Context: an optimization exercise on an open-source flow, tuned for small area. The choices shown serve that exercise and are no tape-out recipe. Function was checked by simulation only, so behaviour that the tests miss may differ from the original.

[flow/design.v]
package cpu_pkg;
    localparam int DATA_W    = 16;
    localparam int NUM_REGS  = 8;
    localparam int REG_IDX_W = $clog2(NUM_REGS);
    localparam logic [6:0] op_mov = 7'd1;
    localparam logic [6:0] op_ldd = 7'd2;
    localparam logic [6:0] op_ldo = 7'd3;
    localparam logic [6:0] op_ldi = 7'd4;
    localparam logic [6:0] op_std = 7'd5;
    localparam logic [6:0] op_sto = 7'd6;
    localparam logic [6:0] op_add = 7'd7;
    localparam logic [6:0] op_adi = 7'd8;
    localparam logic [6:0] op_adc = 7'd9;
    localparam logic [6:0] op_sub = 7'd10;
    localparam logic [6:0] op_suc = 7'd11;
    localparam logic [6:0] op_cmp = 7'd12;
    localparam logic [6:0] op_cmi = 7'd13;
    localparam logic [6:0] op_jmp = 7'd14;
    localparam logic [3:0] alu_add    = 4'b0000;
    localparam logic [3:0] alu_sub    = 4'b0001;
    localparam logic [3:0] alu_pass_l = 4'b1001;
    localparam logic [3:0] alu_pass_r = 4'b1010;
    typedef struct packed {
        logic [REG_IDX_W-1:0] so_reg;
        logic [REG_IDX_W-1:0] fo_reg;
        logic [REG_IDX_W-1:0] tg_reg;
        logic [6:0]           opcode;
    } instr_reg_t;
    typedef struct packed {
        logic [4:0] unused;
        logic [3:0] cond;
        logic [6:0] opcode;
    } instr_jmp_t;
    typedef union packed {
        instr_reg_t rtype;
        instr_jmp_t jtype;
    } instr_u;
    typedef struct packed {
        logic [DATA_W-1:0] imm;      
        instr_u            instr;
    } prog_word_t;
    typedef struct packed {
        logic [3:0] spare;
        logic       ovf;
        logic       lt;
        logic       carry;
        logic       eq;
    } flags_t;
    typedef struct packed {
        logic                 pc_inc;
        logic                 pc_ie;
        logic                 reg_in_mux_ctl;
        logic                 alu_r_mux_ctl;
        logic                 alu_cin;
        logic                 ram_write;
        logic                 ram_read;
        logic                 flag_we;
        logic [3:0]           alu_mode;
        logic [REG_IDX_W-1:0] reg_l_ctl;
        logic [REG_IDX_W-1:0] reg_r_ctl;
        logic [NUM_REGS-1:0]  gp_reg_ie;
    } ctrl_t;
    typedef struct packed {
        logic              write;
        logic              read;
        logic [DATA_W-1:0] addr;
        logic [DATA_W-1:0] wdata;
    } mem_req_t;
endpackage
module instr_decoder (
    input  logic            clk,
    input  logic            rst_n,
    input  logic            run,
    input  cpu_pkg::instr_u instr,
    input  cpu_pkg::flags_t flags,
    output cpu_pkg::ctrl_t  ctrl
);
    logic jmp_en;
    always_comb begin
        ctrl        = '0;
        ctrl.pc_inc = 1'b1;
        case (instr.rtype.opcode)
            cpu_pkg::op_mov: begin
                ctrl.alu_mode                        = cpu_pkg::alu_pass_l;
                ctrl.reg_l_ctl                       = instr.rtype.fo_reg;
                ctrl.gp_reg_ie[instr.rtype.tg_reg]   = 1'b1;
            end
            cpu_pkg::op_ldd: begin                           
                ctrl.alu_mode                        = cpu_pkg::alu_pass_r;
                ctrl.alu_r_mux_ctl                   = 1'b1;
                ctrl.reg_in_mux_ctl                  = 1'b1;
                ctrl.ram_read                        = 1'b1;
                ctrl.gp_reg_ie[instr.rtype.tg_reg]   = 1'b1;
            end
            cpu_pkg::op_ldo: begin                           
                ctrl.alu_mode                        = cpu_pkg::alu_add;
                ctrl.reg_l_ctl                       = instr.rtype.fo_reg;
                ctrl.alu_r_mux_ctl                   = 1'b1;
                ctrl.reg_in_mux_ctl                  = 1'b1;
                ctrl.ram_read                        = 1'b1;
                ctrl.gp_reg_ie[instr.rtype.tg_reg]   = 1'b1;
            end
            cpu_pkg::op_ldi: begin
                ctrl.alu_mode                        = cpu_pkg::alu_pass_r;
                ctrl.alu_r_mux_ctl                   = 1'b1;
                ctrl.gp_reg_ie[instr.rtype.tg_reg]   = 1'b1;
            end
            cpu_pkg::op_std: begin
                ctrl.alu_mode                        = cpu_pkg::alu_pass_r;
                ctrl.alu_r_mux_ctl                   = 1'b1;
                ctrl.reg_r_ctl                       = instr.rtype.fo_reg;
                ctrl.ram_write                       = 1'b1;
            end
            cpu_pkg::op_sto: begin
                ctrl.alu_mode                        = cpu_pkg::alu_add;
                ctrl.alu_r_mux_ctl                   = 1'b1;
                ctrl.reg_r_ctl                       = instr.rtype.fo_reg;    
                ctrl.reg_l_ctl                       = instr.rtype.so_reg;    
                ctrl.ram_write                       = 1'b1;
            end
            cpu_pkg::op_add, cpu_pkg::op_adc: begin
                ctrl.alu_mode                        = cpu_pkg::alu_add;
                ctrl.reg_l_ctl                       = instr.rtype.fo_reg;
                ctrl.reg_r_ctl                       = instr.rtype.so_reg;
                ctrl.alu_cin                         = (instr.rtype.opcode == cpu_pkg::op_adc)
                                                       & flags.carry;
                ctrl.flag_we                         = 1'b1;
                ctrl.gp_reg_ie[instr.rtype.tg_reg]   = 1'b1;
            end
            cpu_pkg::op_adi: begin
                ctrl.alu_mode                        = cpu_pkg::alu_add;
                ctrl.reg_l_ctl                       = instr.rtype.fo_reg;
                ctrl.alu_r_mux_ctl                   = 1'b1;
                ctrl.flag_we                         = 1'b1;
                ctrl.gp_reg_ie[instr.rtype.tg_reg]   = 1'b1;
            end
            cpu_pkg::op_sub, cpu_pkg::op_suc: begin
                ctrl.alu_mode                        = cpu_pkg::alu_sub;
                ctrl.reg_l_ctl                       = instr.rtype.fo_reg;
                ctrl.reg_r_ctl                       = instr.rtype.so_reg;
                ctrl.alu_cin                         = (instr.rtype.opcode == cpu_pkg::op_suc)
                                                       & flags.carry;
                ctrl.flag_we                         = 1'b1;
                ctrl.gp_reg_ie[instr.rtype.tg_reg]   = 1'b1;
            end
            cpu_pkg::op_cmp: begin                           
                ctrl.alu_mode                        = cpu_pkg::alu_sub;
                ctrl.reg_l_ctl                       = instr.rtype.fo_reg;
                ctrl.reg_r_ctl                       = instr.rtype.so_reg;
                ctrl.flag_we                         = 1'b1;
            end
            cpu_pkg::op_cmi: begin
                ctrl.alu_mode                        = cpu_pkg::alu_sub;
                ctrl.reg_l_ctl                       = instr.rtype.fo_reg;
                ctrl.alu_r_mux_ctl                   = 1'b1;
                ctrl.flag_we                         = 1'b1;
            end
            cpu_pkg::op_jmp: begin                           
                ctrl.alu_mode                        = cpu_pkg::alu_pass_r;
                ctrl.alu_r_mux_ctl                   = 1'b1;
                ctrl.pc_ie                           = jmp_en;
                ctrl.pc_inc                          = ~jmp_en;
            end
            default: ctrl.pc_inc = 1'b1;                     
        endcase
        if (!run) begin
            ctrl.pc_inc    = 1'b0;
            ctrl.pc_ie     = 1'b0;
            ctrl.ram_write = 1'b0;
            ctrl.ram_read  = 1'b0;
            ctrl.flag_we   = 1'b0;
            ctrl.gp_reg_ie = '0;
        end
    end
    always_comb begin
        case (instr.jtype.cond)
            4'd1:    jmp_en = flags.carry;
            4'd2:    jmp_en = flags.eq;
            4'd3:    jmp_en = flags.lt;
            4'd4:    jmp_en = ~(flags.lt | flags.eq);    
            4'd5:    jmp_en = flags.lt | flags.eq;
            4'd6:    jmp_en = ~flags.lt;
            4'd7:    jmp_en = ~flags.eq;
            4'd8,
            4'd9:    jmp_en = flags.ovf;
            default: jmp_en = 1'b1;                      
        endcase
    end
endmodule
module fetch_unit #(
    parameter  int PROG_DEPTH = 64,
    localparam int PC_W       = $clog2(PROG_DEPTH)
) (
    input  logic                      clk,
    input  logic                      rst_n,
    input  logic                      run,
    input  logic                      prog_we,
    input  logic [PC_W-1:0]           prog_addr,
    input  cpu_pkg::prog_word_t       prog_wdata,
    input  logic                      pc_inc,
    input  logic                      pc_ie,
    input  logic [cpu_pkg::DATA_W-1:0] jump_target,
    output logic [PC_W-1:0]           pc,
    output cpu_pkg::prog_word_t       word
);
    logic [31:0] prog_mem [PROG_DEPTH];   
    always_ff @(posedge clk) begin
        if (prog_we && !run) begin        
            prog_mem[prog_addr] <= prog_wdata;
        end
    end
    assign word = prog_mem[pc];           
    always_ff @(posedge clk or negedge rst_n) begin
        if (!rst_n) begin
            pc <= '0;
        end else if (pc_ie) begin
            pc <= jump_target[PC_W-1:0];
        end else if (pc_inc) begin
            pc <= pc + 1'b1;
        end
    end
endmodule
module reg_file (
    input  logic                          clk,
    input  logic                          rst_n,
    input  logic [cpu_pkg::REG_IDX_W-1:0] l_sel,
    input  logic [cpu_pkg::REG_IDX_W-1:0] r_sel,
    input  logic [cpu_pkg::NUM_REGS-1:0]  we,
    input  logic [cpu_pkg::DATA_W-1:0]    wdata,
    output logic [cpu_pkg::DATA_W-1:0]    l_data,
    output logic [cpu_pkg::DATA_W-1:0]    r_data
);
    logic [cpu_pkg::DATA_W-1:0] regs [cpu_pkg::NUM_REGS];
    always_ff @(posedge clk or negedge rst_n) begin
        if (!rst_n) begin
            for (int i = 0; i < cpu_pkg::NUM_REGS; i++) begin
                regs[i] <= '0;
            end
        end else begin
            for (int i = 0; i < cpu_pkg::NUM_REGS; i++) begin
                if (we[i]) begin          
                    regs[i] <= wdata;
                end
            end
        end
    end
    assign l_data = regs[l_sel];
    assign r_data = regs[r_sel];
endmodule
module alu (
    input  logic                       clk,
    input  logic                       rst_n,
    input  logic [3:0]                 mode,
    input  logic [cpu_pkg::DATA_W-1:0] l,
    input  logic [cpu_pkg::DATA_W-1:0] r,
    input  logic                       cin,
    input  logic                       flag_we,
    output logic [cpu_pkg::DATA_W-1:0] result,
    output cpu_pkg::flags_t            flags
);
    localparam int MSB = cpu_pkg::DATA_W - 1;
    logic [cpu_pkg::DATA_W:0] wide;
    logic                     carry;
    logic                     ovf;
    cpu_pkg::flags_t          flags_next;
    always_comb begin
        wide   = '0;
        carry  = 1'b0;
        ovf    = 1'b0;
        result = '0;                      
        case (mode)
            cpu_pkg::alu_add: begin
                wide   = {1'b0, l} + {1'b0, r} + {{cpu_pkg::DATA_W{1'b0}}, cin};
                result = wide[MSB:0];
                carry  = wide[cpu_pkg::DATA_W];
                ovf    = (l[MSB] == r[MSB]) && (result[MSB] != l[MSB]);
            end
            cpu_pkg::alu_sub: begin
                wide   = {1'b0, l} - {1'b0, r} - {{cpu_pkg::DATA_W{1'b0}}, cin};
                result = wide[MSB:0];
                carry  = wide[cpu_pkg::DATA_W];    
                ovf    = (l[MSB] != r[MSB]) && (result[MSB] != l[MSB]);
            end
            cpu_pkg::alu_pass_l: result = l;
            cpu_pkg::alu_pass_r: result = r;
            default:             result = '0;
        endcase
        flags_next       = '0;
        flags_next.ovf   = ovf;
        flags_next.lt    = result[MSB] ^ ovf;      
        flags_next.carry = carry;
        flags_next.eq    = (result == '0);
    end
    always_ff @(posedge clk or negedge rst_n) begin
        if (!rst_n) begin
            flags <= '0;
        end else if (flag_we) begin
            flags <= flags_next;
        end
    end
endmodule
module cpu_core #(
    parameter  int PROG_DEPTH = 64,
    localparam int PC_W       = $clog2(PROG_DEPTH)
) (
    input  logic                       clk,
    input  logic                       rst_n,
    input  logic                       run,
    input  logic                       prog_we,
    input  logic [PC_W-1:0]            prog_addr,
    input  cpu_pkg::prog_word_t        prog_wdata,
    output cpu_pkg::mem_req_t          mem_req,
    input  logic [cpu_pkg::DATA_W-1:0] mem_rdata,
    output logic [PC_W-1:0]            pc
);
    cpu_pkg::prog_word_t        word;
    cpu_pkg::ctrl_t             ctrl;
    cpu_pkg::flags_t            flags;
    logic [cpu_pkg::DATA_W-1:0] l_data;
    logic [cpu_pkg::DATA_W-1:0] r_data;
    logic [cpu_pkg::DATA_W-1:0] alu_r;
    logic [cpu_pkg::DATA_W-1:0] alu_result;
    logic [cpu_pkg::DATA_W-1:0] reg_wdata;
    assign alu_r     = ctrl.alu_r_mux_ctl ? word.imm : r_data;
    assign reg_wdata = ctrl.reg_in_mux_ctl ? mem_rdata : alu_result;
    assign mem_req.write = ctrl.ram_write;
    assign mem_req.read  = ctrl.ram_read;
    assign mem_req.addr  = alu_result;
    assign mem_req.wdata = r_data;
    instr_decoder u_decoder (
        .clk   (clk),
        .rst_n (rst_n),
        .run   (run),
        .instr (word.instr),
        .flags (flags),
        .ctrl  (ctrl)
    );
    fetch_unit #(.PROG_DEPTH(PROG_DEPTH)) u_fetch (
        .clk         (clk),
        .rst_n       (rst_n),
        .run         (run),
        .prog_we     (prog_we),
        .prog_addr   (prog_addr),
        .prog_wdata  (prog_wdata),
        .pc_inc      (ctrl.pc_inc),
        .pc_ie       (ctrl.pc_ie),
        .jump_target (alu_result),    
        .pc          (pc),
        .word        (word)
    );
    reg_file u_regs (
        .clk    (clk),
        .rst_n  (rst_n),
        .l_sel  (ctrl.reg_l_ctl),
        .r_sel  (ctrl.reg_r_ctl),
        .we     (ctrl.gp_reg_ie),
        .wdata  (reg_wdata),
        .l_data (l_data),
        .r_data (r_data)
    );
    alu u_alu (
        .clk     (clk),
        .rst_n   (rst_n),
        .mode    (ctrl.alu_mode),
        .l       (l_data),
        .r       (alu_r),
        .cin     (ctrl.alu_cin),
        .flag_we (ctrl.flag_we),
        .result  (alu_result),
        .flags   (flags)
    );
endmodule
module cpu_top (
    input  logic        clk,
    input  logic        rst_n,
    input  logic        run,
    input  logic        prog_we,
    input  logic [5:0]  prog_addr,
    input  logic [31:0] prog_wdata,
    input  logic [15:0] mem_rdata,
    output logic        mem_write,
    output logic        mem_read,
    output logic [15:0] mem_addr,
    output logic [15:0] mem_wdata,
    output logic [5:0]  pc
);
    cpu_pkg::mem_req_t mem_req;
    cpu_core #(.PROG_DEPTH(64)) u_core (
        .clk        (clk),
        .rst_n      (rst_n),
        .run        (run),
        .prog_we    (prog_we),
        .prog_addr  (prog_addr),
        .prog_wdata (prog_wdata),
        .mem_req    (mem_req),
        .mem_rdata  (mem_rdata),
        .pc         (pc)
    );
    assign mem_write = mem_req.write;
    assign mem_read  = mem_req.read;
    assign mem_addr  = mem_req.addr;
    assign mem_wdata = mem_req.wdata;
endmodule
[flow/config.mk]
export PLATFORM = sky130hd
export DESIGN_NAME = cpu_top
export DESIGN_NICKNAME = cpu_top
export VERILOG_FILES = /design/flow/design.v
export SDC_FILE = /design/flow/constraint.sdc
export NUM_CORES = 4
export LEC_CHECK = 0
export CAP_MARGIN = 20
export CORE_MARGIN = 2
export CORE_UTILIZATION = 45
export PLACE_DENSITY = 0.6
export SLEW_MARGIN = 20
[flow/constraint.sdc]
create_clock -name core_clock -period 12.0 [get_ports {clk}]
set_input_delay 2.4000 -clock core_clock [delete_from_list [all_inputs] [get_ports {clk}]]
set_output_delay 2.4000 -clock core_clock [all_outputs]
set_load 0.01 [all_outputs]
[flow/run.sh]
#!/bin/bash
# synth_recipe.tcl (not shown) runs the flow's synth.tcl, then flattens the netlist and writes it again
# the make line also repeats each setting of config.mk as NAME=value (left out here)
make -C /OpenROAD-flow-scripts/flow DESIGN_CONFIG=/design/flow/config.mk WORK_HOME=/design/flow/orfs CLKGATE_MAP_FILE= SYNTH_SCRIPT=/design/flow/synth_recipe.tcl finish
==> results.txt <==
## kinds of logic (layout without fill, tap and decap cells)
kind of cell             after synthesis  in the layout
multiplexers                         817            817
buffers and inverters                313            777
other                                  0              3
AO/OA/AOI/OAI                        416            416
XOR/XNOR                              24             24
flip-flops                          2186           2186
AND/OR/NAND/NOR                      525            525
adder cells (fa/ha/maj)               54             54
## worst paths after layout
path | cells after the start | slack [ps] | start | end
worst max-delay path | 29 | 330 | u_core.u_fetch.pc[0] | mem_addr[14]
worst max register to register | 31 | 2840 | u_core.u_fetch.pc[0] | u_core.u_alu.flags[0]
worst min register to register | 2 | 520 | u_core.u_regs.regs[4][6] | u_core.u_regs.regs[4][6]
min in group asynchronous | 1 | 1550 | rst_n | u_core.u_regs.regs[3][14]
max in group asynchronous | 2 | 9320 | rst_n | u_core.u_regs.regs[1][5]
worst min-delay path | 2 | 520 | u_core.u_regs.regs[4][6] | u_core.u_regs.regs[4][6]
## cells in the mapped netlist, drive strengths merged, types with 23 or more instances
library cell and n:
dfrtp 138, mux2i 91, nor2b 25, mux2 152, a21oi 70, nor2 154
buf 138, a22oi 29, edfxtp 2048, o21ai 83, mux4 574, ha 50
nand2 127, clkbuf 90, o22ai 23, nand3 31, nor3 45, inv 83
## per-stage QoR
stage,hold slack (ps)
after floorplan,462.4
after CTS,518.7
after global routing,545.6
final,520.1
after detailed placement,497.6
after global placement,497.7
## layout make-up
type,count,area share [%]
well taps,2640,3.271
repair buffers,308,2.700
diodes,3,0.007435
clock buffers,272,5.600
clock inverters,112,1.087
multi-input cells,1836,22.67
inverters,85,0.3234
flip-flops and latches,2186,64.34
## sequential cells by signal, indices dropped and copies added (netlist names)
| signal | flops |
|---|---|
| u_core.u_regs.regs | 128 |
| u_core.u_alu.flags | 4 |
| u_core.u_fetch.pc | 6 |
| u_core.u_fetch.prog_mem | 2048 |
## critical path: cells and delay by family (launching register included)
kind,cells,cell delay [ps]
AO/OA/AOI/OAI,16,3780
buffers and inverters,5,1310
XOR/XNOR,1,140
AND/OR/NAND/NOR,3,810
adder cells (fa/ha/maj),2,750
flip-flops,1,500
multiplexers,2,1100
## routing by layer
layer	GRT usage, %	up-vias	part of all wire [%]
li1	-	18646	-
met4	6.750	6	2.6
met3	4.041	345	7.6
met2	39.46	1984	48
met5	0	-	0.015
met1	35.38	24939	42
## repair_timing
item | 4_1_cts | 5_1_grt
pin swaps | 0 | 4
setup endpoints to repair | 3 | 7
buffers inserted | 7 | 2
gates resized for setup | 10 | 23
==> summary.md <==
| Metric | Value |
|---|---|
| Final core utilization | `around 51%` |
| Total I/O pin count | `98` |
| Initial core utilization | `a little under half` |
| Synthesis Warnings | `5` |
| WP data arrival | `between 9000 and 10,000 ps` |
| CTS tree | `done` |
| Area grow syn2layout | `13.69%` |
| Post-synthesis mux area share | `approximately 18%` |
| Htree depth | `4` |
| Number of global-route vias before repair | `between 40k and 50k` |
| Total core area | `roughly 200,000 µm²` |
| Post-DP Area | `around 94,000 µm²` |
| Initial drt markers | `around 5.4k` |
| Share of cells above drive strength 1 | `29.15%` |
| Post-synthesis cell count | `~4.3k` |
| Via Count | `around 46k` |
| Synth Flop Type | `edfxtp_1` |
| Share of Yosys cell area claimed by the top area cell type | `69.24%` |
| Vias per cell | `approximately 6` |
| Period minus WS final | `11,670 ps` |
| Adder-Cell Fraction of Synth Area | `less than 1%` |
| Final Cell Area | `approximately 100,000 µm²` |
| #FFs+latches synth | `~2.2k` |
| Final Wtd Congestion | `between 0.9 and 1` |
| Clock Latency Late Sink | `roughly 880 ps` |
| Final hold violations | `0` |
| Simple-Gate Fraction of Synth Area | `around 3%` |
| CP required | `between 9000 and 10,000 ps` |
| Combined area of the multi-input logic cells | `about 23,000 µm²` |
| Post-synth EDFFs | `2,048` |
| Largest cells by area after synthesis | `edfxtp_1 (69%), mux4_2 (14%), dfrtp_1 (3.9%)` |
| Clock sink count | `2,186` |
| Nets | `around 4.7k` |
| Total CTS buffers | `214` |
| Async SR Flop Fraction | `between 6 and 7%` |
| Most frequent cells in the layout | `edfxtp_1 (2,048), mux4_2 (565), clkbuf_16 (215), buf_4 (204), mux2_2 (146)` |
| First-pass GRT wire length | `348,500 µm` |
| Storage cell area | `64,970 µm²` |
| CP Capture Type | `primary output` |
| DRT Pass-1 Iters | `7` |
| DRC viols | `0` |
| Synthesized cell area | `between 80,000 and 90,000 µm²` |
| Total Wirelength | `around 250,000 µm` |
| Post-synth top area cell | `edfxtp_1` |
| Pre-CTS setup slack | `slightly below 700 ps` |
| # hold bufs at CTS | `0` |
| Max_slew headroom | `approximately 28%` |
| Crit-path most repeated cell | `o21ai_0` |
| Least-Margin Pin Slew | `between 1000 and 1500 ps` |
| RSZ-0062 raised after global routing | `no` |
| Die H | `about 450 µm` |
| Initial antenna violation count | `17` |
| Most common cell after layout, fill and taps aside | `edfxtp_1` |
| Final setup viols | `0` |
| Critical path launch point type | `flop` |
| Main combinational cell family by area after synthesis | `multiplexers` |
| Synth Area in Compound Gates | `roughly 3.4%` |
| Congestion Overflow GR | `0` |
| CTS root buffer | `clkbuf_16` |
| Final period util | `a little over nine tenths` |
| Port-buffer cells | `between 90 and 100` |
| Outcome | `timing/DRC/antenna clean` |
| Final Max Tran Viols | `0` |
| Die ar. | `~200,000 µm²` |
| Critical path's slowest cell | `mux4_2` |
| Setup Skew | `70.85 ps` |
| Global Route Usage Sum | `24.68%` |
| Setup TNS | `0 ps` |
| Syn avg cell area | `slightly above 20 µm²` |
| DRT antenna net count | `0` |
| Pin count of the biggest net entering global routing | `a little under 90` |
| Bufs on Longest Clock Path | `3` |
| FP Rows | `~160` |
| DP HPWL | `roughly 140,000 µm` |
| Xor/xnor share of the synthesized area | `less than 1%` |
| Die X | `roughly 450 µm` |
| F_max | `0.08572 GHz` |
| CP max stage delay | `around 560 ps` |
| Clock Pin Slew Worst Setup and Hold Paths | `about 60 ps` |
| Max cap viols | `0` |
| Yosys cell types | `roughly 110` |
| Crit Path Category | `reg2out` |
| WL per Instance | `between 30 and 40 µm` |
| Placed cells | `7,044` |
| Final worst slack | `between 300 and 400 ps` |
| Hold WC Path Type | `reg2reg` |
| Seq/Total Area, Yosys | `about 73%` |
| Non-Filler Instances | `7,442` |
| Syn nets | `4,447` |
| Crit path max fanout | `25` |
| Fillers | `approximately 16k` |

-- port drivers added, routing unchanged --
How much do the figures lean on ideal ports? The routed layout below was timed once more, with nothing changed but the port constraints.
Step 1 sets driving cells, clkbuf_16 on the clock port and buf_2 on the other inputs (assumed; they add their load-dependent delay and slew).
Step 2 adds t to the input delays and takes it off the output delays; t is the mean of the earliest and latest rising clock arrival at the registers after step 1. Input paths then give back, and output paths get back, about the clock's delay inside the block.
Three values: no drivers, after step 1, after step 2; two values: the first two.
t, ns: 0.939
slack for setup (ns): 0.334 / 0.242 / 1.181
cell pins on the clock port's net: 1
After both steps setup and hold are still met in this run. For this run, drivers alone change the setup slack by -0.092 ns; drivers and shift together by +0.847 ns.
